This is an optimization exercise on Yosys and OpenROAD, whose aim is small area, a short achievable clock period and few clock cycles per item, not a production implementation. The RTL was checked by simulation tests, not by an equivalence proof against the original design. Power figures rest on the tool's default switching activity, not on a simulated workload.

### flow/design.v
package mb_pkg;
  localparam int BLOB_COUNT   = 10;
  localparam int FRAME_WIDTH  = 320;
  localparam int FRAME_HEIGHT = 200;
  localparam logic [1:0] MODE_LOAD    = 2'd0;
  localparam logic [1:0] MODE_ADVANCE = 2'd1;
  localparam logic [1:0] MODE_RENDER  = 2'd2;
  localparam logic [1:0] CFG_COLOR_MODE = 2'd0;
  localparam logic [1:0] CFG_ALPHA      = 2'd1;
  localparam logic [1:0] CFG_WAVE_GAIN  = 2'd2;
  localparam logic [24:0] SAT_HI = 25'h1FFFFFF;
endpackage
module mb_cell
(
  input  logic [24:0] blob_in,
  output logic [24:0] blob_out
);
  logic [8:0]         pos_x;
  logic [7:0]         pos_y;
  logic [5:0]         size;
  logic               dir_x, dir_y;
  logic signed [10:0] x, y, r, xo, yo;
  logic               fx, fy;
  assign {pos_x, pos_y, size, dir_x, dir_y} = blob_in;
  always_comb begin
    r  = 11'(size);
    x  = dir_x ? 11'(pos_x) - 11'sd1 : 11'(pos_x) + 11'sd1;
    y  = dir_y ? 11'(pos_y) - 11'sd1 : 11'(pos_y) + 11'sd1;
    xo = x;
    yo = y;
    fx = dir_x;
    fy = dir_y;
    if (x > 11'sd319 - r) begin
      xo = 11'sd319 - r;
      fx = ~dir_x;
    end else if (x < r) begin
      xo = r;
      fx = ~dir_x;
    end
    if (y > 11'sd199 - r) begin
      yo = 11'sd200 - r;
      fy = ~dir_y;
    end else if (y < r) begin
      yo = r;
      fy = ~dir_y;
    end
  end
  assign blob_out = {xo[8:0], yo[7:0], size, fx, fy};
endmodule
module mb_root
(
  input  logic        clk,
  input  logic        rst,
  input  logic        load,
  input  logic [15:0] ld_r,
  input  logic [19:0] ld_dp,
  input  logic [20:0] ld_dp3,
  input  logic [4:0]  ld_n,
  input  logic [1:0]  ld_x,
  input  logic        ld_force,
  input  logic        ld_sat,
  input  logic        ld_tag,
  input  logic        wavy,
  input  logic [23:0] stream,
  input  logic        grant,
  output logic        free,
  output logic        acc_req,
  output logic        first_req,
  output logic [24:0] q,
  output logic        q_tag
);
  logic        e_act, e_first, e_force, e_sat, e_tag, q_pend, e_one;
  logic [4:0]  e_cnt;
  logic [3:0]  e_c;
  logic [40:0] e_r;
  logic [42:0] e_t;
  logic [19:0] e_dp;
  logic [20:0] e_dp3;
  logic [24:0] e_q;
  logic [1:0]  e_x, nx;
  logic        e_fin;
  logic [42:0] a;
  logic [43:0] c;
  logic        b;
  logic [40:0] r_nx;
  logic [42:0] t_nx;
  logic [22:0] t_up, t_dn;
  logic [20:0] t_inc, t_dec;
  always_comb begin
    nx = 2'd0;
    if (wavy) begin
      case (e_c)
        4'd1:  nx = stream[21:20];
        4'd2:  nx = stream[19:18];
        4'd3:  nx = stream[17:16];
        4'd4:  nx = stream[15:14];
        4'd5:  nx = stream[13:12];
        4'd6:  nx = stream[11:10];
        4'd7:  nx = stream[9:8];
        4'd8:  nx = stream[7:6];
        4'd9:  nx = stream[5:4];
        4'd10: nx = stream[3:2];
        4'd11: nx = stream[1:0];
        default: nx = 2'd0;
      endcase
    end
    a    = {e_r, e_x};
    c    = {1'b0, a} - {1'b0, e_t};
    b    = ~c[43];
    r_nx = b ? c[40:0] : a[40:0];
    t_up = {1'b0, e_t[20:0], 1'b0} + 23'(e_dp3);
    t_dn = {1'b0, e_t[20:0], 1'b0} - 23'(e_dp);
    t_inc = e_t[41:21] + 21'd1;
    t_dec = e_t[41:21] - 21'd1;
    if (b) t_nx = {t_up[22] ? t_inc : e_t[41:21], t_up[21:0]};
    else   t_nx = {t_dn[22] ? t_dec : e_t[41:21], t_dn[21:0]};
  end
  assign e_fin     = e_act && e_one;
  assign free      = !e_act || e_fin;
  assign acc_req   = q_pend && (!e_act || e_first);
  assign first_req = q_pend && e_act && e_first;
  assign q         = e_q;
  always_ff @(posedge clk) begin
    if (rst) begin
      e_act  <= 1'b0;
      q_pend <= 1'b0;
    end else begin
      if (grant) q_pend <= 1'b0;
      if (e_act) begin
        if (e_force)      e_q <= e_sat ? mb_pkg::SAT_HI : 25'd0;
        else if (e_first) e_q <= {24'd0, b};
        else              e_q <= {e_q[23:0], b};
        e_first <= 1'b0;
        if (e_fin) begin
          q_pend <= 1'b1;
          q_tag  <= e_tag;
        end else begin
          e_r   <= r_nx;
          e_t   <= t_nx;
          e_x   <= nx;
          e_cnt <= e_cnt - 5'd1;
          e_one <= (e_cnt == 5'd2);
          if (e_c != 4'd12) e_c <= e_c + 4'd1;
        end
      end
      if (load) begin
        e_act   <= 1'b1;
        e_first <= 1'b1;
        e_r     <= 41'(ld_r);
        e_t     <= 43'(ld_dp);
        e_dp    <= ld_dp;
        e_dp3   <= ld_dp3;
        e_cnt   <= ld_n;
        e_one   <= (ld_n == 5'd1);
        e_c     <= 4'd1;
        e_x     <= ld_x;
        e_force <= ld_force;
        e_sat   <= ld_sat;
        e_tag   <= ld_tag;
      end else if (e_fin) begin
        e_act <= 1'b0;
      end
    end
  end
endmodule
module mb_color
(
  input  logic [21:0] h,
  input  logic [2:0]  n,
  input  logic [21:0] u_in,
  input  logic [17:0] x_in,
  input  logic [7:0]  r1_in,
  output logic [21:0] u_out,
  output logic [17:0] x_out,
  output logic [7:0]  level,
  output logic [7:0]  y_out
);
  localparam logic [21:0] U = 22'd245760;
  logic [21:0] nu, t;
  logic [22:0] p;
  logic [12:0] y20;
  logic [8:0]  f2;
  always_comb begin
    nu = 22'(n) * U;
    t  = h + nu;
    u_out = (t >= 22'(6 * 245760)) ? t - 22'(6 * 245760) : t;
    if (u_in <= U)                    x_out = 18'(U - u_in);
    else if (u_in <= 22'(3 * 245760)) x_out = '0;
    else if (u_in <= 22'(4 * 245760)) x_out = 18'(u_in - 22'(3 * 245760));
    else                              x_out = 18'(U);
    p     = {x_in, 4'b0} + 23'(x_in);
    level = p[21:14];
    y20   = {r1_in, 4'b0} + {3'b0, r1_in, 2'b0};
    f2    = 9'(y20[12:8]) + 9'(y20[7:0]);
    y_out = (f2 >= 9'd255) ? 8'(f2 - 9'd255) : f2[7:0];
  end
endmodule
module metaball_pixel_generator
(
  input  logic        clk,
  input  logic        rst,
  input  logic        start,
  output logic        busy,
  input  logic [28:0] cmd_in,
  output logic        done,
  output logic [31:0] pixel_out,
  input  logic        cfg_write,
  input  logic [1:0]  cfg_index,
  input  logic [15:0] cfg_data
);
  logic [1:0]  color_mode;
  logic [7:0]  alpha_value;
  logic [15:0] wave_gain;
  always_ff @(posedge clk) begin
    if (rst) begin
      color_mode  <= 2'd0;
      alpha_value <= 8'd255;
      wave_gain   <= 16'd0;
    end else if (cfg_write) begin
      case (cfg_index)
        mb_pkg::CFG_COLOR_MODE: color_mode  <= cfg_data[1:0];
        mb_pkg::CFG_ALPHA:      alpha_value <= cfg_data[7:0];
        mb_pkg::CFG_WAVE_GAIN:  wave_gain   <= cfg_data;
        default: ;
      endcase
    end
  end
  logic mode1, wavy, gneg, gzero;
  assign mode1 = (color_mode == 2'd1);
  assign wavy  = color_mode[1];
  assign gneg  = wave_gain[15];
  assign gzero = (wave_gain == 16'd0);
  logic [1:0]  gp_st;
  logic [19:0] gb;
  logic [4:0]  glen;
  logic [4:0]  gi;
  logic        gbit;
  logic [39:0] ga2;
  logic [15:0] gabs;
  logic [19:0] g25;
  assign gabs = gneg ? 16'(-wave_gain) : wave_gain;
  assign g25  = {gabs, 4'b0} + {1'b0, gabs, 3'b0} + {4'b0, gabs};
  always_ff @(posedge clk) begin
    if (rst) begin
      gp_st <= 2'd0;
    end else if (cfg_write && cfg_index == mb_pkg::CFG_WAVE_GAIN) begin
      gp_st <= 2'd1;
    end else begin
      case (gp_st)
        2'd1: begin
          gb    <= g25;
          glen  <= 5'd20;
          gp_st <= (g25 == 20'd0) ? 2'd0 : 2'd2;
        end
        2'd2: begin
          if (gb[19]) begin
            gp_st <= 2'd3;
            gi    <= 5'd18;
            gbit  <= 1'b1;
            ga2   <= '0;
          end else begin
            gb   <= {gb[18:0], 1'b0};
            glen <= glen - 5'd1;
          end
        end
        2'd3: begin
          ga2  <= {ga2[38:0], 1'b0} + (gbit ? 40'(gb) : 40'd0);
          gbit <= (gi != 5'd31) && gb[gi];
          gi   <= gi - 5'd1;
          if (gi == 5'd31) gp_st <= 2'd0;
        end
        default: ;
      endcase
    end
  end
  logic [24:0] ring [mb_pkg::BLOB_COUNT];
  logic [24:0] head, adv_blob, tail_in;
  assign head = ring[0];
  mb_cell u_adv (.blob_in(head), .blob_out(adv_blob));
  logic        cur_v;
  logic [28:0] cur;
  logic [3:0]  rot;
  logic [3:0]  ofs;
  logic        busy_r;
  logic [1:0]  cmode, in_mode;
  logic [3:0]  cidx, in_idx, ofs_next;
  logic        is_render, is_adv, is_load, is_nop, ld_hit, rotate, rot_last, fin;
  logic        fetch, accept, busy_next, in_quick;
  logic        s0_free;
  logic        f_tag;
  logic [1:0]  inuse;
  assign cmode     = cur[28:27];
  assign cidx      = cur[26:23];
  assign is_render = cur_v && (cmode == mb_pkg::MODE_RENDER);
  assign is_adv    = cur_v && (cmode == mb_pkg::MODE_ADVANCE);
  assign is_load   = cur_v && (cmode == mb_pkg::MODE_LOAD) && (cidx < 4'd10);
  assign is_nop    = cur_v && ((cmode == 2'd3) || ((cmode == mb_pkg::MODE_LOAD) && (cidx >= 4'd10)));
  assign ld_hit    = is_load && (ofs == cidx);
  assign rot_last  = (rot == 4'd9);
  assign fetch     = is_render && s0_free && (gp_st == 2'd0) && !(rot == 4'd0 && inuse[f_tag]);
  assign rotate    = fetch || is_adv || is_load;
  assign fin       = is_nop || ld_hit || (is_adv && rot_last) || (fetch && rot_last);
  assign tail_in   = ld_hit ? {cur[22:14], cur[13:6], cur[5:0], 2'b00} :
                     is_adv ? adv_blob : head;
  assign accept    = start && !busy_r;
  assign ofs_next  = is_load ? ((ofs == 4'd9) ? 4'd0 : ofs + 4'd1) : ofs;
  assign in_mode   = cmd_in[28:27];
  assign in_idx    = cmd_in[26:23];
  assign in_quick  = (in_mode == 2'd3) ||
                     ((in_mode == mb_pkg::MODE_LOAD) && ((in_idx >= 4'd10) || (in_idx == ofs_next)));
  always_comb begin
    if (accept)
      busy_next = !in_quick;
    else if (cur_v && !fin)
      busy_next = !((is_adv && rot == 4'd8) || (is_load && ofs_next == cidx));
    else
      busy_next = 1'b0;
  end
  assign busy = busy_r;
  always_ff @(posedge clk) begin
    if (rotate) begin
      for (int i = 0; i < mb_pkg::BLOB_COUNT - 1; i++) ring[i] <= ring[i + 1];
      ring[mb_pkg::BLOB_COUNT - 1] <= tail_in;
    end
  end
  always_ff @(posedge clk) begin
    if (rst) begin
      cur_v  <= 1'b0;
      busy_r <= 1'b0;
      ofs    <= 4'd0;
      rot    <= 4'd0;
    end else begin
      ofs    <= ofs_next;
      busy_r <= busy_next;
      if (fetch || is_adv) rot <= rot_last ? 4'd0 : rot + 4'd1;
      if (accept) begin
        cur   <= cmd_in;
        cur_v <= 1'b1;
        rot   <= 4'd0;
      end else if (fin) begin
        cur_v <= 1'b0;
      end
    end
  end
  logic        s0_v, s0_first, s0_tag;
  logic [8:0]  s0_dx;
  logic [7:0]  s0_dy;
  logic [5:0]  s0_sz;
  logic signed [9:0] fdx;
  logic signed [8:0] fdy;
  logic        s0_to_s1;
  assign fdx = $signed({1'b0, cur[22:14]}) - $signed({1'b0, head[24:16]});
  assign fdy = $signed({1'b0, cur[13:6]})  - $signed({1'b0, head[15:8]});
  assign s0_free = !s0_v || s0_to_s1;
  always_ff @(posedge clk) begin
    if (rst) begin
      s0_v <= 1'b0;
    end else if (fetch) begin
      s0_v    <= 1'b1;
      s0_dx   <= fdx[9] ? 9'(-fdx) : fdx[8:0];
      s0_dy   <= fdy[8] ? 8'(-fdy) : fdy[7:0];
      s0_sz    <= head[7:2];
      s0_first <= (rot == 4'd0);
      s0_tag   <= f_tag;
    end else if (s0_to_s1) begin
      s0_v <= 1'b0;
    end
  end
  logic [9:0] pxy [2];
  always_ff @(posedge clk) begin
    if (rst)                   f_tag <= 1'b0;
    else if (fetch && rot_last) f_tag <= ~f_tag;
    if (fetch && rot == 4'd0) pxy[f_tag] <= 10'(cur[22:14]) + 10'(cur[13:6]);
  end
  logic        s1_v, s1_first, s1_tag, s1_zero;
  logic [17:0] s1_dx2;
  logic [15:0] s1_dy2;
  logic [8:0]  s1_bn;
  logic [3:0]  s1_lb;
  logic        s1_to_s2;
  logic [8:0]  sb, sbn;
  logic [3:0]  slb;
  always_comb begin
    sb  = mode1 ? 9'({s0_sz, 2'b0}) + 9'(s0_sz) : 9'(s0_sz);
    slb = 4'd0;
    for (int i = 0; i < 9; i++) if (sb[i]) slb = 4'(i + 1);
    sbn = sb << (4'd9 - slb);
  end
  always_ff @(posedge clk) begin
    if (rst) begin
      s1_v <= 1'b0;
    end else if (s0_to_s1) begin
      s1_v     <= 1'b1;
      s1_dx2   <= s0_dx * s0_dx;
      s1_dy2   <= s0_dy * s0_dy;
      s1_bn    <= sbn;
      s1_lb    <= slb;
      s1_zero  <= wavy ? gzero : (s0_sz == 6'd0);
      s1_first <= s0_first;
      s1_tag   <= s0_tag;
    end else if (s1_to_s2) begin
      s1_v <= 1'b0;
    end
  end
  logic        s2_v, s2_first, s2_tag, s2_zero;
  logic [18:0] s2_d;
  logic [17:0] s2_bn2;
  logic [3:0]  s2_lb;
  logic        s2_to_s3;
  always_ff @(posedge clk) begin
    if (rst) begin
      s2_v <= 1'b0;
    end else if (s1_to_s2) begin
      s2_v     <= 1'b1;
      s2_d     <= 19'(s1_dx2) + 19'(s1_dy2);
      s2_bn2   <= s1_bn * s1_bn;
      s2_lb    <= s1_lb;
      s2_zero  <= s1_zero;
      s2_first <= s1_first;
      s2_tag   <= s1_tag;
    end else if (s2_to_s3) begin
      s2_v <= 1'b0;
    end
  end
  logic        s3_v, s3_first, s3_tag, s3_force, s3_sat;
  logic [19:0] s3_dp;
  logic [20:0] s3_dp3;   
  logic [15:0] s3_r;
  logic [1:0]  s3_x;
  logic [4:0]  s3_n;
  logic        s3_to_e;
  logic [4:0]  ld;
  logic [3:0]  v0;
  logic [4:0]  ls;
  logic signed [6:0] n0;
  logic [19:0] dpn;
  logic        fz, fs;
  always_comb begin
    ld = 5'd0;
    for (int i = 0; i < 19; i++) if (s2_d[i]) ld = 5'(i + 1);
    v0  = (ld >= 5'd18) ? 4'd0 : 4'((5'd18 - ld) >> 1);
    ls  = wavy ? glen + 5'd3 : 5'(s2_lb) + (mode1 ? 5'd16 : 5'd12);
    n0  = $signed({2'b0, ls}) + $signed({3'b0, v0}) - 7'sd8;
    dpn = 20'(s2_d) << {v0, 1'b0};
    fz  = s2_zero || (n0 <= 7'sd0 && s2_d != 19'd0);
    fs  = !s2_zero && (s2_d == 19'd0);
  end
  assign s3_dp3 = 21'(s3_dp) + {s3_dp, 1'b0};
  always_ff @(posedge clk) begin
    if (rst) begin
      s3_v <= 1'b0;
    end else if (s2_to_s3) begin
      s3_v     <= 1'b1;
      s3_dp    <= dpn;
      s3_r     <= wavy ? ga2[39:24] : s2_bn2[17:2];
      s3_x     <= wavy ? ga2[23:22] : s2_bn2[1:0];
      s3_n     <= (fz || fs) ? 5'd1 : 5'(n0);
      s3_force <= fz || fs;
      s3_sat   <= fs;
      s3_first <= s2_first;
      s3_tag   <= s2_tag;
    end else if (s3_to_e) begin
      s3_v <= 1'b0;
    end
  end
  localparam int K = 6;
  logic [K-1:0]  e_free, e_req, e_freq, e_load, e_grant;
  logic [24:0]   e_q   [K];
  logic [K-1:0]  e_qtag;
  logic          disp_ok;
  assign disp_ok = s3_v;
  always_comb begin
    e_load = '0;
    for (int j = K - 1; j >= 0; j--) begin
      if (e_free[j]) e_load = K'(1) << j;
    end
    if (!disp_ok) e_load = '0;
  end
  assign s3_to_e  = s3_v && (|e_free);
  assign s2_to_s3 = s2_v && (!s3_v || s3_to_e);
  assign s1_to_s2 = s1_v && (!s2_v || s2_to_s3);
  assign s0_to_s1 = s0_v && (!s1_v || s1_to_s2);
  always_comb begin
    e_grant = '0;
    if (|e_freq) begin
      e_grant = e_freq;
    end else begin
      for (int j = K - 1; j >= 0; j--) begin
        if (e_req[j]) e_grant = K'(1) << j;
      end
    end
  end
  for (genvar j = 0; j < K; j++) begin : g_eng
    mb_root u_root (
      .clk       (clk),
      .rst       (rst),
      .load      (e_load[j]),
      .ld_r      (s3_r),
      .ld_dp     (s3_dp),
      .ld_dp3    (s3_dp3),
      .ld_n      (s3_n),
      .ld_x      (s3_x),
      .ld_force  (s3_force),
      .ld_sat    (s3_sat),
      .ld_tag    (s3_tag),
      .wavy      (wavy),
      .stream    (ga2[23:0]),
      .grant     (e_grant[j]),
      .free      (e_free[j]),
      .acc_req   (e_req[j]),
      .first_req (e_freq[j]),
      .q         (e_q[j]),
      .q_tag     (e_qtag[j])
    );
  end
  logic [25:0] acc [2];
  logic [3:0]  cnt [2];
  logic        ctag, c_start;
  logic [24:0] gq, aq;
  logic        gtag, atag, av;
  logic [26:0] acc_raw;
  logic [25:0] acc_sat;
  logic [3:0]  c_st;
  always_comb begin
    gq   = '0;
    gtag = 1'b0;
    for (int j = 0; j < K; j++) begin
      if (e_grant[j]) begin
        gq   = e_q[j];
        gtag = e_qtag[j];
      end
    end
  end
  assign acc_raw = 27'(acc[atag]) + 27'(aq);
  assign acc_sat = acc_raw[26] ? 26'h3FFFFFF : acc_raw[25:0];
  assign c_start = (cnt[ctag] == 4'd10) && (c_st == 4'd0);
  always_ff @(posedge clk) begin
    if (rst) begin
      av      <= 1'b0;
      acc[0]  <= '0;
      acc[1]  <= '0;
      cnt[0]  <= '0;
      cnt[1]  <= '0;
      inuse   <= '0;
      ctag    <= 1'b0;
    end else begin
      av   <= |e_grant;
      aq   <= gq;
      atag <= gtag;
      if (av) begin
        acc[atag] <= acc_sat;
        cnt[atag] <= cnt[atag] + 4'd1;
      end
      if (c_start) begin
        acc[ctag]   <= '0;
        cnt[ctag]   <= '0;
        inuse[ctag] <= 1'b0;
        ctag        <= ~ctag;
      end
      if (fetch && rot == 4'd0) inuse[f_tag] <= 1'b1;
    end
  end
  localparam logic [25:0] H_LO = 26'(20 * 4096);
  localparam logic [25:0] H_HI = 26'(360 * 4096);
  logic [25:0]        c_s;
  logic [25:0]        c_sig;
  logic [9:0]         c_pxy;
  logic [21:0]        c_u;
  logic [17:0]        c_x;
  logic signed [27:0] ts;
  logic signed [25:0] sv;
  logic [21:0]        hh;
  logic [2:0]         cn;
  logic [21:0]        u_nx;
  logic [17:0]        x_nx;
  logic [7:0]         lvl, y_nx, red0;
  logic [8:0]         f1;
  logic [12:0]        kk;
  logic [19:0]        bl;
  logic [7:0]         px_r, px_g, px_b;
  logic               done_r;
  assign c_sig = acc[ctag];
  assign c_pxy = pxy[ctag];
  always_comb begin
    if (wavy && gneg)
      ts = $signed({6'd0, c_pxy, 12'd0}) - $signed({2'b0, c_sig});
    else
      ts = $signed(wavy ? {6'd0, c_pxy, 12'd0} : 28'd0) + $signed({2'b0, c_sig});
    if (ts > 28'sd33554431)       sv = 26'sd33554431;
    else if (ts < -28'sd33554432) sv = -26'sd33554432;
    else                          sv = ts[25:0];
    if ($signed(c_s) < $signed(H_LO))      hh = 22'(H_LO);
    else if ($signed(c_s) > $signed(H_HI)) hh = 22'(H_HI);
    else                                   hh = c_s[21:0];
    kk = c_s[24:12];
    f1 = 9'(kk[12:8]) + 9'(kk[7:0]);
    bl = 20'd131072 + {c_s[14:0], 5'b0} + {c_s[15:0], 4'b0} + {c_s[18:0], 1'b0};
    red0 = (c_x[7:0] == 8'd0) ? 8'd0 : 8'd255 - c_x[7:0];
    case (c_st)
      4'd4:    cn = 3'd3;
      4'd5:    cn = 3'd1;
      default: cn = 3'd5;
    endcase
  end
  mb_color u_color (
    .h      (c_s[21:0]),
    .n      (cn),
    .u_in   (c_u),
    .x_in   (c_x),
    .r1_in  (c_u[7:0]),
    .u_out  (u_nx),
    .x_out  (x_nx),
    .level  (lvl),
    .y_out  (y_nx)
  );
  always_ff @(posedge clk) begin
    if (rst) begin
      c_st   <= 4'd0;
      done_r <= 1'b0;
    end else begin
      done_r <= 1'b0;
      case (c_st)
        4'd0: if (c_start) begin
          c_s  <= sv;
          c_st <= 4'd2;
        end
        4'd2: begin
          if (color_mode == 2'd0) begin
            px_b <= bl[19:12];
            c_u  <= 22'((f1 >= 9'd255) ? 8'(f1 - 9'd255) : f1[7:0]);
            c_st <= 4'd6;
          end else begin
            c_s  <= 26'(hh);
            c_st <= 4'd3;
          end
        end
        4'd3: begin                
          c_u  <= u_nx;
          c_st <= 4'd4;
        end
        4'd4: begin                
          c_x  <= x_nx;
          c_u  <= u_nx;
          c_st <= 4'd5;
        end
        4'd5: begin                
          px_r <= lvl;
          c_x  <= x_nx;
          c_u  <= u_nx;
          c_st <= 4'd7;
        end
        4'd7: begin                
          px_g <= lvl;
          c_x  <= x_nx;
          c_st <= 4'd9;
        end
        4'd9: begin                
          px_b   <= lvl;
          done_r <= 1'b1;
          c_st   <= 4'd0;
        end
        4'd6: begin                
          c_x  <= 18'(y_nx);
          c_st <= 4'd8;
        end
        4'd8: begin
          px_r   <= red0;
          px_g   <= 8'd255 - red0;
          done_r <= 1'b1;
          c_st   <= 4'd0;
        end
        default: c_st <= 4'd0;
      endcase
    end
  end
  assign done      = done_r;
  assign pixel_out = {px_r, px_g, px_b, alpha_value};
endmodule
### flow/run.sh
#!/bin/bash
# synth_recipe.tcl (not shown) runs the flow's synth.tcl, then flattens the netlist and writes it again
# the make line also repeats each setting of config.mk as NAME=value (left out here)
make -C /OpenROAD-flow-scripts/flow DESIGN_CONFIG=/design/flow/config.mk WORK_HOME=/design/flow/orfs CLKGATE_MAP_FILE= SYNTH_SCRIPT=/design/flow/synth_recipe.tcl finish
### flow/config.mk
export PLATFORM = sky130hd
export DESIGN_NAME = metaball_pixel_generator
export DESIGN_NICKNAME = metaball_pixel_generator
export VERILOG_FILES = /design/flow/design.v
export SDC_FILE = /design/flow/constraint.sdc
export NUM_CORES = 4
export LEC_CHECK = 0
export CAP_MARGIN = 20
export CORE_MARGIN = 2
export CORE_UTILIZATION = 40
export SLEW_MARGIN = 20
### flow/constraint.sdc
create_clock -name core_clock -period 12.0 [get_ports {clk}]
set_input_delay 2.4000 -clock core_clock [delete_from_list [all_inputs] [get_ports {clk}]]
set_output_delay 2.4000 -clock core_clock [all_outputs]
set_load 0.01 [all_outputs]
==> results of run 1 <==
-- cell type report --
type                            count  area (µm²)  share of cell area (%)
Inverter                          955        3590                    2.71
Tap cell                         3958        4950                    3.74
Multi-Input combinational cell   9232       63200                    47.7
Antenna cell                        5        12.5                 0.00944
Timing Repair Buffer              225        1930                    1.46
Clock buffer                      270        5670                    4.28
Sequential cell                  1767       51800                    39.1
Clock inverter                    113        1310                   0.992
-- sequential cells by signal, indices dropped and copies added, names as in the netlist, 19 cells and up, named ones only --
register            flops
g_eng.u_root.e_dp     114
c_u                    22
pxy                    20
s3_dp                  20
g_eng.u_root.e_cnt     30
g_eng.u_root.e_dp3    126
g_eng.u_root.e_q      150
cur                    29
aq                     25
s2_d                   19
gb                     20
g_eng.u_root.e_c       24
c_s                    26
g_eng.u_root.e_t      258
acc                    52
ring                  250
ga2                    40
g_eng.u_root.e_r      246
-- worst reg2reg max path: cells and delay by family, from the launching register on --
kind / cells / cell delay [ns]
flip-flops: 1 / 0.54
AND/OR/NAND/NOR: 1 / 0.25
buffers and inverters: 4 / 0.22
XOR/XNOR: 1 / 0.08
AO/OA/AOI/OAI: 9 / 2.06
adder cells (fa/ha/maj): 5 / 2.13
-- cell families (layout without fill, tap and decap cells) --
logic type / after synthesis / after routing / share of synthesized area (%)
buffers and inverters: 1392 / 1563 / 4.44
other: 2 / 7 / 0.00626
xor gates and xnor gates: 691 / 691 / 5.05
AOI/OAI and AO/OA: 3347 / 3347 / 17.7
muxes: 204 / 204 / 1.82
DFF: 1767 / 1767 / 43.2
adders and majority gates: 1083 / 1083 / 12.3
and+or+nand+nor: 3905 / 3905 / 15.6
-- layout by cell type (no fill, tap or decap), types with 48 or more instances in the layout --
cell type / instances
a211oi_1: 130
a21o_1: 363
a21oi_1: 982
a31oi_1: 107
and2_1: 170
and3_1: 110
buf_4: 139
clkbuf_16: 216
clkdlybuf4s50_1: 83
dfxtp_1: 124
edfxtp_1: 1641
fa_1: 153
ha_1: 929
inv_1: 944
mux2_2: 82
mux2i_1: 119
nand2_1: 1123
nand2b_1: 148
nand3_1: 318
nand4_1: 121
nor2_1: 1003
nor2b_1: 129
nor3_1: 317
nor4_1: 82
o211ai_1: 114
o21a_1: 140
o21ai_0: 800
o21bai_1: 91
o22ai_1: 48
o31ai_1: 55
or3_1: 103
xnor2_1: 447
xor2_1: 238
-- routing by layer --
metal,share of wire (%),wire length (µm),GRT usage (%),up-vias
li1,-,-,-,45300
met5,0.0041,13,0,-
met4,2.8,8760,5.81,2
met2,45,141000,32.4,2166
met1,47,147000,28.5,43700
met3,5.0,15600,2.17,390
-- metrics by stage --
stage	std cells	power (mW)	area, µm²	hold slack [ns]
5_1_grt	16500	14.9	132000	0.416
4_1_cts	16500	14.6	132000	0.409
6_report	16500	14.4	132000	0.408
3_5_place_dp	16100	7.97	125000	0.405
3_3_place_gp	16100	7.97	125000	0.400
2_1_floorplan	12400	7.73	120000	0.400
-- worst min-delay path by stage --
stage,startpoint,endpoint,slack (ns),cells past startpoint
after floorplan,g_eng[0].u_root.e_tag,g_eng[0].u_root.q_tag,0.40,0
after global placement,ring[3][10],ring[2][10],0.40,0
after detailed placement,ring[1][11],ring[0][11],0.40,0
after CTS,ring[7][13],ring[6][13],0.41,0
after global routing,ring[7][21],ring[6][21],0.42,0
final,ring[5][9],ring[4][9],0.41,0
-- where the power goes --
part | switching, mW | internal, mW | leakage, nW
sequential | 0.108 | 6.84 | 15.9
clock | 2.74 | 3.86 | 3.38
combinational | 0.532 | 0.371 | 33.3
total | 3.38 | 11.1 | 52.6
==> summary.txt, run 1 <==
* CP Cell Sequence: and2_1 -> fa_1 -> inv_1 -> fa_1 -> inv_1 -> ha_1 -> inv_1 -> fa_1 -> inv_1 -> ha_1 -> a21o_1 -> a21oi_1 -> o21ai_0 -> a21oi_1 -> o21ai_0 -> a211o_1 -> a2111oi_0 -> o31ai_1 -> a21oi_1 -> xor2_1
* First-pass GRT wire length at 494,000 µm
* Top-count cell post-synth: edfxtp_1
* Max Fclk at 181 MHz
* CP endpoint kind: flop
* FF-to-FF End: s2_bn2[17]
* Overall Global Routing Usage at 20.1%
* Max-slew violations at 0
* Seq cells post-synth at between 1,500 and 2,000
* Final hold vios at 0
* Layout cells sized above 1 at 5.86%
* Crit-path leading delay family: adder cells
* Hold Path Class: reg -> reg
* Clock root buffer: clkbuf_16
* Layout area overhead at 10.5%
* DIE AREA at slightly above 300,000 µm²
* DR WL/cell at 19.0 µm
* Unique masters post-synth at 116
* Critical Path Max Stage Delay at 0.57 ns
* Port-buffer cells at 84
* Number of nets in the layout at 13,500
* Reg-to-Reg Start: s1_bn[2]
* Core Region at 299,000 µm²
* Worst-case clock skew at 0.109 ns
* Cell taking the most area after synthesis: edfxtp_1
* Setup WS pre-CTS at about 6.5 ns
* Gr ovfl total at 0
* Number of flops mapped to enable cells by yosys at roughly 1,600
* Slowest-stage cell, CP: fa_1
* Peak VDD IR at ~0.00013 V
* Vias in the first global route at 86,900
* Synth Instances at about 12,000
* Area contributors post-synth: edfxtp_1 (41%), ha_1 (9.7%), a21oi_1 (4.1%)
* Period minus WS final at ~5.5 ns
* Clock Latency Late Sink at 0.94 ns
* Most frequent cells after synthesis: edfxtp_1 (1,641), nand2_1 (1,127), nor2_1 (1,015), a21oi_1 (993), inv_1 (947)
* DRT Pass-1 Iters at 8
* Worst path bufs/invs at 4
* Slew HR at approximately a fifth
* CP Launch Point: s1_bn[2]
* Initial DRC count at between 7,000 and 8,000
* Cts repair resizes at 0
* Commonest register cell after synthesis: edfxtp_1
* Fin util at 44.3%
* Reg2Reg Depth at 20
* R2R setup slack at ~6.5 ns
* Residual DRC count at 0
* CTS tree: done
* Worst Tran Pin Value at 1.19 ns
* PnR worst setup slack at 6.47 ns
* Die width at 552 µm
* Cell mode on critical path: inv_1
* Number of fill cells at 28,400
* Largest net degree at the start of global routing at 211
* Leakage at 52.6 nW
* Post-Syn Area per Cell at 9.68 µm²
* Starting Density at 40.1%
* ANT nets after route at 0
* Crit path arrival time at about 6.2 ns
* Endpoints failing setup at 0
* Worst Setup Start Kind: flop
* Area share of the largest cell type after synthesis at roughly two fifths
* Post-synth net total at 13,500
* # rows at 201
* Via density at 5.54
* DP HPWL at between 200,000 and 250,000 µm
* Max Cap Violations at 0
* Clock-pin slew on the worst setup and hold paths at 0.06 ns
* Post-CTS Hold Fix Bufs at 0
* CP Max Fanout at 11
* Yosys warnings at 7
* CTS sink count at 1,767
* Setup Fix Bufs, Post-CTS at 0
* RSZ-0062 raised after global routing: false
* Die H at 552 µm
* Initial antenna violation count at 13
* CP Class: reg -> reg
* Total CTS buffers at around 210
* H-tree depth at 4
* Cell count along the critical path at 20
* Gpl congestion at a little under 0.9
* CTS max path bufs at 4
* Worst endpoint required time at 12.66 ns
* Cell Area, Synth at about 120,000 µm²
* Worst Setup EP: s2_bn2[17]
* Via count at 91,500
* Setup_tns at 0 ns
* I/O pins at 85
* Post-synthesis sequential area ratio at a little over two fifths
* Outcome: timing/DRC/antenna clean
* Final period util at 46.1%
* PwrDens at 109 nW/µm²
* Routed WL at 313,000 µm
* Asr flop ratio synth at 0%
Testbench counts, summed over its fixed seeds: cycles 37,750, pixels 1,568.
==> run 2: changes to the inputs <==
==> flow/flow/run.sh (new file) <==
#!/bin/bash
# Standard layout, with timing repair aiming for extra setup slack so the
# achieved period shrinks below the fixed 12 ns constraint.
set -euo pipefail
bash standard.sh SETUP_SLACK_MARGIN=7 finish > standard_flow.log 2>&1
==> flow/standard.sh (new file) <==
#!/bin/bash
# synth_recipe.tcl (not shown) runs the flow's synth.tcl, then flattens the netlist and writes it again
# the make line also repeats each setting of config.mk as NAME=value (left out here)
make -C /OpenROAD-flow-scripts/flow DESIGN_CONFIG=/design/flow/config.mk WORK_HOME=/design/flow/orfs CLKGATE_MAP_FILE= SYNTH_SCRIPT=/design/flow/synth_recipe.tcl "${@:-finish}"
removed: flow/run.sh
==> summary.txt, run 2 <==
* Slew HR at 20.8% (was 20.7%)
* Hold WS at 0.378 ns (was 0.408 ns)
* Gr ovfl total at 0 (unchanged)
* Area share of the largest cell type after synthesis at 41.1% (unchanged)
* # rows at 201 (unchanged)
* CTS sink count at 1,767 (unchanged)
* DIE AREA at 304,000 µm² (unchanged)
* Outcome: timing/DRC/antenna clean (unchanged)
* Unique masters post-synth at 116 (unchanged)
* Number of flops mapped to enable cells by yosys at 1,641 (unchanged)
* CP endpoint kind: flop (unchanged)
* Hold Path Class: reg -> reg (unchanged)
* Top-count cell post-synth: edfxtp_1 (unchanged)
* Number of fill cells at 28,400 (about the same)
* Largest Register: g_eng.u_root.e_t (unchanged)
* Final period util at 41.0% (was 46.1%)
* DRT Pass-1 Iters at 9 (was 8)
* I/O pins at 85 (unchanged)
* Worst Tran Pin Value at 1.19 ns (about the same)
* Commonest non-fill, non-tap cell in the layout: edfxtp_1 (unchanged)
* Cell mode on critical path: inv_1 (unchanged)
* Yosys warnings at 7 (unchanged)
* Max-slew violations at 0 (unchanged)
* Final hold vios at 0 (unchanged)
* Residual DRC count at 0 (unchanged)
* Worst Setup Start Kind: flop (unchanged)
* Clock Latency Late Sink at 0.92 ns (was 0.94 ns)
* Worst endpoint required time at 12.66 ns (about the same)
* Wire length on met1 at 148,000 µm (was 147,000 µm)
* Overall Global Routing Usage at 20.5% (was 20.1%)
* Max reg flops at 258 (unchanged)
* CP Max Fanout at 2 (was 11)
* Synth Instances at 12,400 (unchanged)
* PwrDens at 109 nW/µm² (about the same)
* Most frequent cells after synthesis: edfxtp_1 (1,641), nand2_1 (1,127), nor2_1 (1,015), a21oi_1 (993), inv_1 (947) (unchanged)
* Reg-to-Reg Start: s1_bn[0] (was s1_bn[2])
* Number of nets in the layout at 13,600 (was 13,500)
* Starting Density at 40.1% (unchanged)
* Worst-case clock skew at 0.0840 ns (was 0.109 ns)
* CTS max path bufs at 4 (unchanged)
* Max Fclk at 203 MHz (was 181 MHz)
* Commonest register cell after synthesis: edfxtp_1 (unchanged)
* Top flop regs: g_eng.u_root.e_t (258), ring (250), g_eng.u_root.e_r (246) (unchanged)
* Post-synthesis sequential area ratio at 43.2% (unchanged)
* Area contributors post-synth: edfxtp_1 (41%), ha_1 (9.7%), a21oi_1 (4.1%) (unchanged)
* RSZ-0062 raised after global routing: true (was false)
* Port-buffer cells at 84 (unchanged)
* ANT nets after route at 0 (unchanged)
* Gpl congestion at 0.878 (was 0.871)
* Routed WL at 319,000 µm (was 313,000 µm)
* FF-to-FF End: s2_bn2[17] (unchanged)
* Cells on Worst Hold Path at 0 (unchanged)
* Period minus WS final at 4.92 ns (was 5.53 ns)
* FF/Latch Area at 51,800 µm² (unchanged)
* Initial DRC count at 7,090 (was 7,250)
* CP Cell Sequence: and2_1 -> fa_1 -> inv_1 -> fa_1 -> inv_1 -> ha_1 -> inv_1 -> fa_1 -> inv_1 -> ha_1 -> a21o_1 -> a21oi_2 -> o21ai_0 -> a21oi_1 -> o21ai_1 -> a211o_1 -> a2111oi_4 -> o31ai_1 -> a21oi_1 -> xor2_1 (was and2_1 -> fa_1 -> inv_1 -> fa_1 -> inv_1 -> ha_1 -> inv_1 -> fa_1 -> inv_1 -> ha_1 -> a21o_1 -> a21oi_1 -> o21ai_0 -> a21oi_1 -> o21ai_0 -> a211o_1 -> a2111oi_0 -> o31ai_1 -> a21oi_1 -> xor2_1)
* Slowest-stage cell, CP: fa_1 (unchanged)
* Max Cap Violations at 0 (unchanged)
* Total CTS buffers at 209 (unchanged)
* Worst path bufs/invs at 4 (unchanged)
* Asr flop ratio synth at 0% (unchanged)
* Vias in the first global route at 87,100 (was 86,900)
* CTS tree: done (unchanged)
* DP HPWL at 224,000 µm (was 220,000 µm)
* Leakage at 52.9 nW (was 52.6 nW)
* Crit-path leading delay family: adder cells (unchanged)
* Cell Area, Synth at 120,000 µm² (unchanged)
* Most frequent cells in the layout: edfxtp_1 (1,641), nand2_1 (1,123), nor2_1 (1,001) (was edfxtp_1 (1,641), nand2_1 (1,123), nor2_1 (1,003))
* Clock-pin slew on the worst setup and hold paths at 0.06 ns (about the same)
* Met2 wire len at 144,000 µm (was 141,000 µm)
* Initial antenna violation count at 9 (was 13)
* Cell taking the most area after synthesis: edfxtp_1 (unchanged)
* Post-Syn Area per Cell at 9.68 µm² (unchanged)
* R2R setup slack at 7.08 ns (was 6.47 ns)
* Top sig layer: met4 (was met5)
* Die H at 552 µm (unchanged)
* H-tree depth at 4 (unchanged)
* Largest net degree at the start of global routing at 94 (was 211)
* Hold EP: s2_tag (was ring[4][9])
* Hold_sp: s1_tag (was ring[5][9])
* Via density at 5.53 (was 5.54)
* Via count at 91,600 (was 91,500)
* Reg2Reg Depth at 20 (unchanged)
* Crit path arrival time at 5.58 ns (was 6.19 ns)
* Endpoints failing setup at 0 (unchanged)
* Seq cells post-synth at 1,767 (unchanged)
* First-pass GRT wire length at 499,000 µm (was 494,000 µm)
* Core Region at 299,000 µm² (unchanged)
* Clock root buffer: clkbuf_16 (unchanged)
* Die width at 552 µm (unchanged)
* Setup_tns at 0 ns (unchanged)
* Peak VDD IR at 0.000138 V (was 0.000127 V)
* DR WL/cell at 19.3 µm (was 19.0 µm)
* Critical Path Max Stage Delay at 0.57 ns (about the same)
* Met3 wire length at 16,700 µm (was 15,600 µm)
* CP Class: reg -> reg (unchanged)
* Layout area overhead at 11.0% (was 10.5%)
* Multi-input logic area at 63,500 µm² (was 63,200 µm²)
* Layout cells sized above 1 at 6.42% (was 5.86%)
* Post-synth net total at 13,500 (unchanged)
## run 2: cell counts after synthesis
No cell type changed its count.
## run 2: worst max-delay path by stage
stage,from,endpoint,slack [ns],cells past startpoint
final,s1_bn[0],s2_bn2[17],7.08,20
after CTS,s1_bn[2],s2_bn2[17],6.88,20
after global routing,s1_bn[0],s2_bn2[17],6.85,20
after global placement,s1_bn[2],s2_bn2[17],6.62,20
after detailed placement,s1_bn[2],s2_bn2[17],6.61,20
after floorplan,rst,g_eng[4].u_root.e_c[0],6.91,4
## run 2: cell type report
type	instances	area share, %
clock buffer	240	4.06
tap	3958	3.72
sequential	1767	38.9
clock inverter	144	1.25
inverter	955	2.70
timing repair buffer	252	1.64
antenna	11	0.0207
multi-input combinational	9233	47.7
## run 2: timing repair
action,CTS,global route
setup buffers,15,26
endpoints found under the setup margin,85,116
pin swaps,4,23
gates cloned,1,0
resized for setup,11,36
hold buffers,0,0
## run 2: kinds of logic (layout without fill, tap and decap cells)
group | count (synthesis) | count (layout) | share of synthesized area (%)
compound gates | 3347 | 3347 | 17.7
xor+xnor | 691 | 691 | 5.05
fa+ha+maj | 1083 | 1083 | 12.3
buf+inv | 1392 | 1591 | 4.44
flops | 1767 | 1767 | 43.2
mux | 204 | 204 | 1.82
other cells | 2 | 13 | 0.00626
simple gates | 3905 | 3906 | 15.6
## run 2: through the flow
stage | instance area, µm² | util (%) | power, mW | instances | worst slack [ns]
2_1_floorplan | 120000 | - | 7.71 | 12400 | 6.91
3_3_place_gp | 125000 | 41.9 | 7.99 | 16100 | 6.62
3_5_place_dp | 125000 | 41.9 | 8.00 | 16100 | 6.61
4_1_cts | 133000 | 44.4 | 14.7 | 16500 | 6.88
5_1_grt | 133000 | 44.5 | 15.1 | 16600 | 6.85
6_report | 133000 | 44.5 | 14.6 | 16600 | 7.08
## run 2: layer usage
| layer | GRT usage, % | vias to the layer above |
|---|---|---|
| met4 | 6.64 | 0 |
| met2 | 33.0 | 2091 |
| met3 | 2.50 | 487 |
| met1 | 28.6 | 43700 |
| met5 | 0 | - |
| li1 | - | 45300 |
## run 2: power breakdown
part / switching (mW) / internal [mW]
clock network: 2.75 / 3.91
logic: 0.562 / 0.381
registers: 0.115 / 6.84
total: 3.43 / 11.1
==> run 3: changes to the inputs <==
--- a/flow/design.v
+++ b/flow/design.v
@@ -55,5 +55,4 @@
   input  logic [15:0] ld_r,
   input  logic [19:0] ld_dp,
-  input  logic [20:0] ld_dp3,
   input  logic [4:0]  ld_n,
   input  logic [1:0]  ld_x,
@@ -74,7 +73,6 @@
   logic [3:0]  e_c;
   logic [40:0] e_r;
-  logic [42:0] e_t;
+  logic [40:0] e_p;
   logic [19:0] e_dp;
-  logic [20:0] e_dp3;
   logic [24:0] e_q;
   logic [1:0]  e_x, nx;
@@ -84,7 +82,5 @@
   logic        b;
   logic [40:0] r_nx;
-  logic [42:0] t_nx;
-  logic [22:0] t_up, t_dn;
-  logic [20:0] t_inc, t_dec;
+  logic [40:0] p_nx;
   always_comb begin
     nx = 2'd0;
@@ -106,13 +102,8 @@
     end
     a    = {e_r, e_x};
-    c    = {1'b0, a} - {1'b0, e_t};
+    c    = {1'b0, a} - {1'b0, e_p, 2'b00} - 44'(e_dp);
     b    = ~c[43];
     r_nx = b ? c[40:0] : a[40:0];
-    t_up = {1'b0, e_t[20:0], 1'b0} + 23'(e_dp3);
-    t_dn = {1'b0, e_t[20:0], 1'b0} - 23'(e_dp);
-    t_inc = e_t[41:21] + 21'd1;
-    t_dec = e_t[41:21] - 21'd1;
-    if (b) t_nx = {t_up[22] ? t_inc : e_t[41:21], t_up[21:0]};
-    else   t_nx = {t_dn[22] ? t_dec : e_t[41:21], t_dn[21:0]};
+    p_nx = b ? {e_p[39:0], 1'b0} + 41'(e_dp) : {e_p[39:0], 1'b0};
   end
   assign e_fin     = e_act && e_one;
@@ -135,11 +126,4 @@
           q_pend <= 1'b1;
           q_tag  <= e_tag;
-        end else begin
-          e_r   <= r_nx;
-          e_t   <= t_nx;
-          e_x   <= nx;
-          e_cnt <= e_cnt - 5'd1;
-          e_one <= (e_cnt == 5'd2);
-          if (e_c != 4'd12) e_c <= e_c + 4'd1;
         end
       end
@@ -147,12 +131,5 @@
         e_act   <= 1'b1;
         e_first <= 1'b1;
-        e_r     <= 41'(ld_r);
-        e_t     <= 43'(ld_dp);
         e_dp    <= ld_dp;
-        e_dp3   <= ld_dp3;
-        e_cnt   <= ld_n;
-        e_one   <= (ld_n == 5'd1);
-        e_c     <= 4'd1;
-        e_x     <= ld_x;
         e_force <= ld_force;
         e_sat   <= ld_sat;
@@ -163,4 +140,21 @@
     end
   end
+  always_ff @(posedge clk) begin
+    if (load) begin
+      e_r   <= 41'(ld_r);
+      e_p   <= '0;
+      e_cnt <= ld_n;
+      e_one <= (ld_n == 5'd1);
+      e_c   <= 4'd1;
+      e_x   <= ld_x;
+    end else begin
+      e_r   <= r_nx;
+      e_p   <= p_nx;
+      e_x   <= nx;
+      e_cnt <= e_cnt - 5'd1;
+      e_one <= (e_cnt == 5'd2);
+      if (e_c != 4'd12) e_c <= e_c + 4'd1;
+    end
+  end
 endmodule
 module mb_color
@@ -251,8 +245,10 @@
           gb    <= g25;
           glen  <= 5'd20;
-          gp_st <= (g25 == 20'd0) ? 2'd0 : 2'd2;
+          gp_st <= 2'd2;
         end
         2'd2: begin
-          if (gb[19]) begin
+          if (gb == 20'd0) begin
+            gp_st <= 2'd0;
+          end else if (gb[19]) begin
             gp_st <= 2'd3;
             gi    <= 5'd18;
@@ -376,8 +372,9 @@
   logic [17:0] s1_dx2;
   logic [15:0] s1_dy2;
-  logic [8:0]  s1_bn;
+  logic [17:0] s1_b2;
   logic [3:0]  s1_lb;
   logic        s1_to_s2;
-  logic [8:0]  sb, sbn;
+  logic [8:0]  sb;
+  logic [11:0] ssq;
   logic [3:0]  slb;
   always_comb begin
@@ -385,5 +382,5 @@
     slb = 4'd0;
     for (int i = 0; i < 9; i++) if (sb[i]) slb = 4'(i + 1);
-    sbn = sb << (4'd9 - slb);
+    ssq = s0_sz * s0_sz;
   end
   always_ff @(posedge clk) begin
@@ -394,5 +391,5 @@
       s1_dx2   <= s0_dx * s0_dx;
       s1_dy2   <= s0_dy * s0_dy;
-      s1_bn    <= sbn;
+      s1_b2    <= mode1 ? {ssq, 4'b0} + {1'b0, ssq, 3'b0} + 18'(ssq) : 18'(ssq);
       s1_lb    <= slb;
       s1_zero  <= wavy ? gzero : (s0_sz == 6'd0);
@@ -406,5 +403,5 @@
   logic [18:0] s2_d;
   logic [17:0] s2_bn2;
-  logic [3:0]  s2_lb;
+  logic signed [5:0] s2_ls8;   
   logic        s2_to_s3;
   always_ff @(posedge clk) begin
@@ -414,6 +411,7 @@
       s2_v     <= 1'b1;
       s2_d     <= 19'(s1_dx2) + 19'(s1_dy2);
-      s2_bn2   <= s1_bn * s1_bn;
-      s2_lb    <= s1_lb;
+      s2_bn2   <= s1_b2 << {4'd9 - s1_lb, 1'b0};
+      s2_ls8   <= wavy ? $signed({1'b0, glen}) - 6'sd5
+                       : $signed({2'b0, s1_lb}) + (mode1 ? 6'sd8 : 6'sd4);
       s2_zero  <= s1_zero;
       s2_first <= s1_first;
@@ -425,5 +423,4 @@
   logic        s3_v, s3_first, s3_tag, s3_force, s3_sat;
   logic [19:0] s3_dp;
-  logic [20:0] s3_dp3;   
   logic [15:0] s3_r;
   logic [1:0]  s3_x;
@@ -432,5 +429,4 @@
   logic [4:0]  ld;
   logic [3:0]  v0;
-  logic [4:0]  ls;
   logic signed [6:0] n0;
   logic [19:0] dpn;
@@ -440,11 +436,9 @@
     for (int i = 0; i < 19; i++) if (s2_d[i]) ld = 5'(i + 1);
     v0  = (ld >= 5'd18) ? 4'd0 : 4'((5'd18 - ld) >> 1);
-    ls  = wavy ? glen + 5'd3 : 5'(s2_lb) + (mode1 ? 5'd16 : 5'd12);
-    n0  = $signed({2'b0, ls}) + $signed({3'b0, v0}) - 7'sd8;
+    n0  = 7'(s2_ls8) + $signed({3'b0, v0});
     dpn = 20'(s2_d) << {v0, 1'b0};
     fz  = s2_zero || (n0 <= 7'sd0 && s2_d != 19'd0);
     fs  = !s2_zero && (s2_d == 19'd0);
   end
-  assign s3_dp3 = 21'(s3_dp) + {s3_dp, 1'b0};
   always_ff @(posedge clk) begin
     if (rst) begin
@@ -464,5 +458,5 @@
     end
   end
-  localparam int K = 6;
+  localparam int K = 7;
   logic [K-1:0]  e_free, e_req, e_freq, e_load, e_grant;
   logic [24:0]   e_q   [K];
@@ -498,5 +492,4 @@
       .ld_r      (s3_r),
       .ld_dp     (s3_dp),
-      .ld_dp3    (s3_dp3),
       .ld_n      (s3_n),
       .ld_x      (s3_x),
@@ -532,4 +525,8 @@
     end
   end
+  always_ff @(posedge clk) begin
+    aq   <= gq;
+    atag <= gtag;
+  end
   assign acc_raw = 27'(acc[atag]) + 27'(aq);
   assign acc_sat = acc_raw[26] ? 26'h3FFFFFF : acc_raw[25:0];
@@ -546,6 +543,4 @@
     end else begin
       av   <= |e_grant;
-      aq   <= gq;
-      atag <= gtag;
       if (av) begin
         acc[atag] <= acc_sat;
@@ -628,5 +623,4 @@
           if (color_mode == 2'd0) begin
             px_b <= bl[19:12];
-            c_u  <= 22'((f1 >= 9'd255) ? 8'(f1 - 9'd255) : f1[7:0]);
             c_st <= 4'd6;
           end else begin
@@ -635,22 +629,12 @@
           end
         end
-        4'd3: begin                
-          c_u  <= u_nx;
-          c_st <= 4'd4;
-        end
-        4'd4: begin                
-          c_x  <= x_nx;
-          c_u  <= u_nx;
-          c_st <= 4'd5;
-        end
+        4'd3: c_st <= 4'd4;        
+        4'd4: c_st <= 4'd5;        
         4'd5: begin                
           px_r <= lvl;
-          c_x  <= x_nx;
-          c_u  <= u_nx;
           c_st <= 4'd7;
         end
         4'd7: begin                
           px_g <= lvl;
-          c_x  <= x_nx;
           c_st <= 4'd9;
         end
@@ -660,8 +644,5 @@
           c_st   <= 4'd0;
         end
-        4'd6: begin                
-          c_x  <= 18'(y_nx);
-          c_st <= 4'd8;
-        end
+        4'd6: c_st <= 4'd8;        
         4'd8: begin
           px_r   <= red0;
@@ -674,4 +655,8 @@
     end
   end
+  always_ff @(posedge clk) begin
+    c_u <= (c_st == 4'd2) ? 22'((f1 >= 9'd255) ? 8'(f1 - 9'd255) : f1[7:0]) : u_nx;
+    c_x <= (c_st == 4'd6) ? 18'(y_nx) : x_nx;
+  end
   assign done      = done_r;
   assign pixel_out = {px_r, px_g, px_b, alpha_value};
==> summary.txt, run 3 <==
* CP Max Fanout at 4 (was 2)
* Worst Tran Pin Value at 1.21 ns (was 1.19 ns)
* Wire length on met1 at 137,000 µm (was 148,000 µm)
* Endpoints failing setup at 0 (unchanged)
* Port-buffer cells at 84 (unchanged)
* Setup_tns at 0 ns (unchanged)
* H-tree depth at 4 (unchanged)
* Core Region at 283,000 µm² (was 299,000 µm²)
* Peak VDD IR at 0.000538 V (was 0.000138 V)
* Leakage at 53.9 nW (was 52.9 nW)
* Worst endpoint required time at 12.60 ns (was 12.66 ns)
* Layout cells sized above 1 at 6.72% (was 6.42%)
* Max Fclk at 184 MHz (was 203 MHz)
* Synth Instances at 12,300 (was 12,400)
* Final hold vios at 0 (unchanged)
* CP endpoint kind: flop (unchanged)
* Area contributors post-synth: edfxtp_1 (25%), dfxtp_1 (15%), ha_1 (11%) (was edfxtp_1 (41%), ha_1 (9.7%), a21oi_1 (4.1%))
* PwrDens at 325 nW/µm² (was 109 nW/µm²)
* Clock Latency Late Sink at 0.93 ns (was 0.92 ns)
* Hold Path Class: reg -> reg (unchanged)
* Initial DRC count at 6,043 (was 7,090)
* Crit path arrival time at 6.04 ns (was 5.58 ns)
* Post-Syn Area per Cell at 9.27 µm² (was 9.68 µm²)
* Max Cap Violations at 0 (unchanged)
* Most frequent cells in the layout: inv_1 (1,233), nand2_1 (1,180), a21oi_1 (1,020) (was edfxtp_1 (1,641), nand2_1 (1,123), nor2_1 (1,001))
* Commonest register cell after synthesis: edfxtp_1 (unchanged)
* Number of nets in the layout at 13,600 (about the same)
* Starting Density at 40.3% (was 40.1%)
* Gr ovfl total at 0 (unchanged)
* Area share of the largest cell type after synthesis at 24.7% (was 41.1%)
* DRT Pass-1 Iters at 6 (was 9)
* Total CTS buffers at 208 (was 209)
* Clock root buffer: clkbuf_16 (unchanged)
* Post-synth net total at 13,600 (was 13,500)
* CTS sink count at 1,789 (was 1,767)
* Slew HR at 19.1% (was 20.8%)
* Initial antenna violation count at 10 (was 9)
* CP Class: reg -> reg (unchanged)
* Commonest non-fill, non-tap cell in the layout: inv_1 (was edfxtp_1)
* Outcome: timing/DRC/antenna clean (unchanged)
* Overall Global Routing Usage at 19.3% (was 20.5%)
* Post-synthesis sequential area ratio at 39.7% (was 43.2%)
* Top flop regs: g_eng.u_root.e_p (287), g_eng.u_root.e_r (287), ring (250) (was g_eng.u_root.e_t (258), ring (250), g_eng.u_root.e_r (246))
* Largest net degree at the start of global routing at 77 (was 94)
* Via density at 5.30 (was 5.53)
* Met3 wire length at 12,700 µm (was 16,700 µm)
* R2R setup slack at 6.56 ns (was 7.08 ns)
* Most frequent cells after synthesis: inv_1 (1,249), nand2_1 (1,187), a21oi_1 (1,038), ha_1 (993), nor2_1 (949) (was edfxtp_1 (1,641), nand2_1 (1,127), nor2_1 (1,015), a21oi_1 (993), inv_1 (947))
* CTS tree: done (unchanged)
* Number of fill cells at 27,100 (was 28,400)
* Residual DRC count at 0 (unchanged)
* Cell taking the most area after synthesis: edfxtp_1 (unchanged)
* ANT nets after route at 0 (unchanged)
* Routed WL at 286,000 µm (was 319,000 µm)
* DP HPWL at 203,000 µm (was 224,000 µm)
* First-pass GRT wire length at 455,000 µm (was 499,000 µm)
* Multi-input logic area at 63,000 µm² (was 63,500 µm²)
* CTS max path bufs at 4 (unchanged)
* FF/Latch Area at 45,200 µm² (was 51,800 µm²)
* Die width at 538 µm (was 552 µm)
* Layout area overhead at 11.2% (was 11.0%)
* Die H at 538 µm (was 552 µm)
* Met2 wire len at 130,000 µm (was 144,000 µm)
* Top-count cell post-synth: inv_1 (was edfxtp_1)
* Gpl congestion at 0.877 (was 0.878)
* Unique masters post-synth at 127 (was 116)
* Max-slew violations at 0 (unchanged)
* Worst-case clock skew at 0.106 ns (was 0.0840 ns)
* Worst Setup Start Kind: flop (unchanged)
* I/O pins at 85 (unchanged)
* Fin util at 44.8% (was 44.5%)
* Clock-pin slew on the worst setup and hold paths at 0.06 ns (about the same)
* DIE AREA at 289,000 µm² (was 304,000 µm²)
* DR WL/cell at 17.6 µm (was 19.3 µm)
* Asr flop ratio synth at 0% (unchanged)
* Cell Area, Synth at 114,000 µm² (was 120,000 µm²)
* Final period util at 45.3% (was 41.0%)
* Number of flops mapped to enable cells by yosys at 938 (was 1,641)
* RSZ-0062 raised after global routing: true (unchanged)
* Via count at 86,100 (was 91,600)
* Top sig layer: met5 (was met4)
* Seq cells post-synth at 1,789 (was 1,767)
* # rows at 195 (was 201)
* Period minus WS final at 5.44 ns (was 4.92 ns)
* Vias in the first global route at 82,400 (was 87,100)
* Yosys warnings at 7 (unchanged)
-- run 3: cell families after synthesis --
family,Yosys count,synth area share [%]
AND/OR/NAND/NOR,3605,15.0
AO/OA/AOI/OAI,2974,16.3
flip-flops,1789,39.7
buffers and inverters,1691,5.73
adder cells (fa/ha/maj),1248,15.4
XOR/XNOR,748,5.75
multiplexers,236,2.23
other,2,0.00659
-- run 3: stage by stage --
stage               setup WS [ns]  power (mW)  area, µm²  cells  hold WS (ns)
global placement             6.34        34.1     119000  15800         0.400
finish                       6.56        41.2     127000  16200         0.382
floorplan                    6.52        29.1     114000  12300         0.400
global route                 6.33        45.3     127000  16200         0.388
detailed placement           6.28        34.2     119000  15800         0.405
CTS                          6.60        41.2     126000  16200         0.376
-- run 3: worst max-delay path, stage by stage, from the launching register on --
cell and delay [ns]:
edfxtp_1 0.45, nand2_1 0.13, fa_2 0.47, fa_1 0.50, fa_1 0.51, inv_2 0.05
ha_4 0.27, a31oi_4 0.22, o21bai_1 0.09, a21o_1 0.20, a21o_1 0.19, a21oi_2 0.16
xor2_2 0.11, fa_1 0.55, inv_2 0.05, ha_4 0.23, a21oi_4 0.17, nor2b_1 0.06
o21a_1 0.18, o41a_1 0.32, xnor2_1 0.17, nor2_1 0.05
-- run 3: timing repair --
action,4_1_cts,5_1_grt
setup endpoints to repair,139,358
setup buffers,43,21
gates resized for setup,29,89
pin swaps,25,55
hold buffers,0,0
gates cloned,4,2
hold endpoints to repair,0,0
-- run 3: path summary, 6_finish.rpt --
path                                  start     endpoint  cells after the start
worst min register to register  ring[3][18]  ring[2][18]                      0
worst max register to register     s0_sz[4]    s1_b2[15]                     21
worst min-delay path            ring[3][18]  ring[2][18]                      0
worst max-delay path               s0_sz[4]    s1_b2[15]                     21
-- run 3: final cells by class --
| class | instances | share of cell area [%] |
|---|---|---|
| diodes | 5 | 0.00987 |
| inverters | 1254 | 3.72 |
| multi-input cells | 8819 | 49.7 |
| repair buffers | 243 | 1.68 |
| well taps | 3743 | 3.69 |
| clock buffers | 281 | 4.65 |
| clock inverters | 108 | 0.867 |
| flip-flops and latches | 1789 | 35.7 |
-- run 3: where the power goes --
part           leakage, nW  internal, mW  switching (mW)
sequential            15.7          8.10            1.12
clock                 3.42          3.84            2.68
combinational         34.9          10.7            14.8
total                 53.9          22.6            18.6
-- run 3: metal layers --
layer / vias to the layer above / GRT usage, %
li1: 43100 / -
met1: 41000 / 27.4
met2: 1601 / 31.5
met3: 374 / 2.19
met4: 2 / 4.57
met5: - / 0
Testbench counts of run 3, summed over its fixed seeds: cycles 33,499, pixels 1,568.
==> run 4: changes to the inputs <==
==> flow/flow/run.sh (replaced) <==
#!/bin/bash
# Standard layout, with timing repair aiming for extra setup slack so the
# achieved period shrinks below the fixed 12 ns constraint, and free to
# resize cells across footprints while doing so.
set -euo pipefail
bash standard.sh SETUP_SLACK_MARGIN=7.5 MATCH_CELL_FOOTPRINT=0 finish > standard_flow.log 2>&1
==> summary.txt, run 4 <==
* Outcome: timing/DRC/antenna clean (unchanged)
* Seq pwr share at 21.7% (was 22.4%)
* Routed WL at 291,000 µm (was 286,000 µm)
* Clk pwr share at 15.7% (was 15.8%)
* Largest net degree at the start of global routing at 82 (was 77)
* Worst Setup Start Kind: flop (unchanged)
* Placed cells at 15,800 (about the same)
* Post-Layout Cell Count at 16,300 (was 16,200)
* CTS sink count at 1,789 (unchanged)
* Setup_tns at 0 ns (unchanged)
* Starting Density at 40.3% (unchanged)
* Yosys warnings at 7 (unchanged)
* Number of flops mapped to enable cells by yosys at 938 (unchanged)
* Gpl congestion at 0.862 (was 0.877)
* Area contributors post-synth: edfxtp_1 (25%), dfxtp_1 (15%), ha_1 (11%) (unchanged)
* Synth Instances at 12,300 (unchanged)
* Clock root buffer: clkbuf_16 (unchanged)
* DIE AREA at 289,000 µm² (unchanged)
* Cell taking the most area after synthesis: edfxtp_1 (unchanged)
* Comb pwr share at 62.7% (was 61.8%)
* Area after DPL at 119,000 µm² (about the same)
* Vias in the first global route at 83,200 (was 82,400)
* Top-count cell post-synth: inv_1 (unchanged)
* Post-synth net total at 13,600 (unchanged)
* Number of nets in the layout at 13,700 (was 13,600)
* Leakage at 54.8 nW (was 53.9 nW)
* CTS max path bufs at 4 (unchanged)
* Initial DRC count at 6,121 (was 6,043)
* Commonest non-fill, non-tap cell in the layout: inv_1 (unchanged)
* Post-CTS Hold Fix Bufs at 0 (unchanged)
* Final period util at 45.0% (was 45.3%)
* Worst-case clock skew at 0.118 ns (was 0.106 ns)
* Hold Path Class: reg -> reg (unchanged)
* Max-slew violations at 0 (unchanged)
* Peak VDD IR at 0.000364 V (was 0.000538 V)
* H-tree depth at 4 (unchanged)
* Final hold vios at 0 (unchanged)
* Final Cell Area at 129,000 µm² (was 127,000 µm²)
* Worst endpoint required time at 12.60 ns (about the same)
* Layout cells sized above 1 at 8.52% (was 6.72%)
* Overall Global Routing Usage at 19.6% (was 19.3%)
* Max Cap Violations at 0 (unchanged)
* Core Region at 283,000 µm² (unchanged)
* ANT nets after route at 0 (unchanged)
* Clock-pin slew on the worst setup and hold paths at 0.06 ns (about the same)
* Unique masters post-synth at 127 (unchanged)
* DR WL/cell at 17.8 µm (was 17.6 µm)
* Slew HR at 23.3% (was 19.1%)
* Asr flop ratio synth at 0% (unchanged)
* Clock Latency Late Sink at 0.93 ns (about the same)
* Die H at 538 µm (unchanged)
* CP endpoint kind: flop (unchanged)
* Via density at 5.32 (was 5.30)
* Max Fclk at 185 MHz (was 184 MHz)
* DP HPWL at 204,000 µm (was 203,000 µm)
* Commonest register cell after synthesis: edfxtp_1 (unchanged)
* Post-Syn Area per Cell at 9.27 µm² (unchanged)
* Die width at 538 µm (unchanged)
* Layout area overhead at 13.0% (was 11.2%)
* DRT Pass-1 Iters at 6 (unchanged)
* First-pass GRT wire length at 461,000 µm (was 455,000 µm)
* Crit path arrival time at 6.00 ns (was 6.04 ns)
* Area share of the largest cell type after synthesis at 24.7% (unchanged)
* Top flop regs: g_eng.u_root.e_p (287), g_eng.u_root.e_r (287), ring (250) (unchanged)
* CP Class: reg -> reg (unchanged)
* Port-buffer cells at 84 (unchanged)
* Period minus WS final at 5.40 ns (was 5.44 ns)
* RSZ-0062 raised after global routing: true (unchanged)
* Post-synthesis sequential area ratio at 39.7% (unchanged)
* Hold WS at 0.394 ns (was 0.382 ns)
* Most frequent cells after synthesis: inv_1 (1,249), nand2_1 (1,187), a21oi_1 (1,038), ha_1 (993), nor2_1 (949) (unchanged)
* Sw frac at 44.8% (was 45.1%)
* PwrDens at 330 nW/µm² (was 325 nW/µm²)
* CP Max Fanout at 4 (unchanged)
* Number of fill cells at 26,900 (was 27,100)
* Worst Tran Pin Value at 1.15 ns (was 1.21 ns)
* Endpoints failing setup at 0 (unchanged)
* Seq cells post-synth at 1,789 (unchanged)
* Residual DRC count at 0 (unchanged)
* Initial antenna violation count at 8 (was 10)
* Most frequent cells in the layout: inv_1 (1,225), nand2_1 (1,176), a21oi_1 (1,004) (was inv_1 (1,233), nand2_1 (1,180), a21oi_1 (1,020))
* Psw at 19.0 mW (was 18.6 mW)
* P_int at 23.5 mW (was 22.6 mW)
* # rows at 195 (unchanged)
* CTS tree: done (unchanged)
* Cell Area, Synth at 114,000 µm² (unchanged)
* Via count at 86,800 (was 86,100)
* Total CTS buffers at 205 (was 208)
* Gr ovfl total at 0 (unchanged)
* I/O pins at 85 (unchanged)
[run 4: cell types whose count changed in the layout (fill, tap and decap cells not counted), moves of 9 or more]
cell and delta:
ha_4 +15, buf_4 +73, buf_12 +12, a21oi_1 -16
ha_1 -18, a21oi_2 +13, o21ai_1 +10, xnor2_1 -9
buf_6 +13, bufinv_16 +10, o21ai_0 -23, o21ai_2 +13
xnor2_2 +10
[run 4: routing by layer]
layer / vias up / share of wire (%) / global-route usage, % / wire length [µm]
met5: - / 0 / 0 / 0
li1: 43300 / - / - / -
met2: 1662 / 46 / 31.8 / 132000
met3: 374 / 4.3 / 2.16 / 12600
met1: 41500 / 48 / 27.8 / 139000
met4: 0 / 2.3 / 4.68 / 6720
[run 4: layout make-up]
class	instances	area, µm²	share of cell area [%]
antenna	3	7.51	0.00583
clock buffer	269	5750	4.47
clock inverter	109	1340	1.04
inverter	1254	4720	3.66
multi-input combinational	8823	63900	49.6
sequential	1789	45200	35.1
tap	3743	4680	3.63
timing repair buffer	346	3220	2.50
[run 4: logic make-up after synthesis]
kind of cell,share of synthesized area [%]
other,0.00659
multiplexers,2.23
adder cells (fa/ha/maj),15.4
flip-flops,39.7
AO/OA/AOI/OAI,16.3
AND/OR/NAND/NOR,15.0
XOR/XNOR,5.75
buffers and inverters,5.73
[run 4: power by group through the flow]
stage	logic [mW]	clock network [mW]	registers [mW]
2_1_floorplan	20.2	0	8.94
3_3_place_gp	24.7	0	9.34
3_5_place_dp	24.8	0	9.34
4_1_cts	25.7	6.81	9.22
5_1_grt	30.1	7.04	9.41
6_report	26.6	6.66	9.21
[run 4: worst max-delay path, cell delays in order (launching register included)]
cell      delay (ns)
edfxtp_1        0.46
buf_4           0.18
ha_2            0.19
inv_2           0.06
fa_1            0.41
xnor2_1         0.20
xnor2_1         0.15
fa_1            0.44
ha_1            0.31
inv_2           0.05
buf_4           0.13
buf_12          0.12
xnor2_4         0.12
fa_1            0.51
inv_2           0.06
ha_4            0.23
a21oi_4         0.17
o21bai_4        0.11
a21oi_4         0.19
o21bai_2        0.10
a21oi_4         0.16
nor2b_1         0.05
o21a_1          0.18
o41a_1          0.32
xnor2_1         0.14
nor2_1          0.05
[run 4: what timing repair did]
action | CTS | global route
cloned | 7 | 8
buffers inserted | 92 | 66
gates resized for setup | 137 | 191
pin swaps | 76 | 103
setup endpoints to repair | 531 | 571
[run 4: worst paths after layout]
path,from,end,slack [ns],cells past startpoint
setup / recovery,s0_sz[4],s1_b2[15],6.60,25
hold / removal,ring[1][20],ring[0][20],0.39,0
setup reg to reg,s0_sz[4],s1_b2[15],6.60,25
hold reg to reg,ring[1][20],ring[0][20],0.39,0
[run 4: through the flow]
step                utilization (%)  setup WS [ns]  power [mW]
floorplan                         -           6.77        29.1
global placement               42.0           6.23        34.0
detailed placement             42.0           6.21        34.2
CTS                            45.0           6.65        41.8
global route                   45.6           6.38        46.5
finish                         45.6           6.60        42.5

[port drivers added, routing unchanged]
The flow's constraints put no driver on any port. The routed layouts listed below were extracted and timed again, unchanged, in two steps. Step 1 (the two cells are an assumption about what drives the block):
set clk [get_ports {clk}]
set_driving_cell -lib_cell sky130_fd_sc_hd__clkbuf_16 $clk
set_driving_cell -lib_cell sky130_fd_sc_hd__buf_2 [delete_from_list [all_inputs] $clk]
Step 2 adds t to the input delays and takes it off the output delays; t is the mean of the earliest and latest rising clock arrival at the registers after step 1. Input paths then give back, and output paths get back, about the clock's delay inside the block. Slacks: no drivers / after step 1 / after step 2; pairs: no drivers / after step 1.
run	t (ns)	setup slack, ns	hold WS [ns]	cell pins on the clock port's net
run 1	0.980	6.467 / 6.467 / 6.467	0.408 / 0.408 / 0.408	1
run 2	0.971	7.078 / 7.078 / 6.655	0.378 / 0.378 / 0.378	1
run 3	0.972	6.564 / 6.564 / 6.564	0.382 / 0.382 / 0.382	1
run 4	0.970	6.599 / 6.599 / 6.599	0.394 / 0.394 / 0.394	1
After both steps every run listed still meets setup and hold. The setup slack of run 2, which loses most, moves by 0.000 ns with the drivers and by -0.423 ns with both steps.
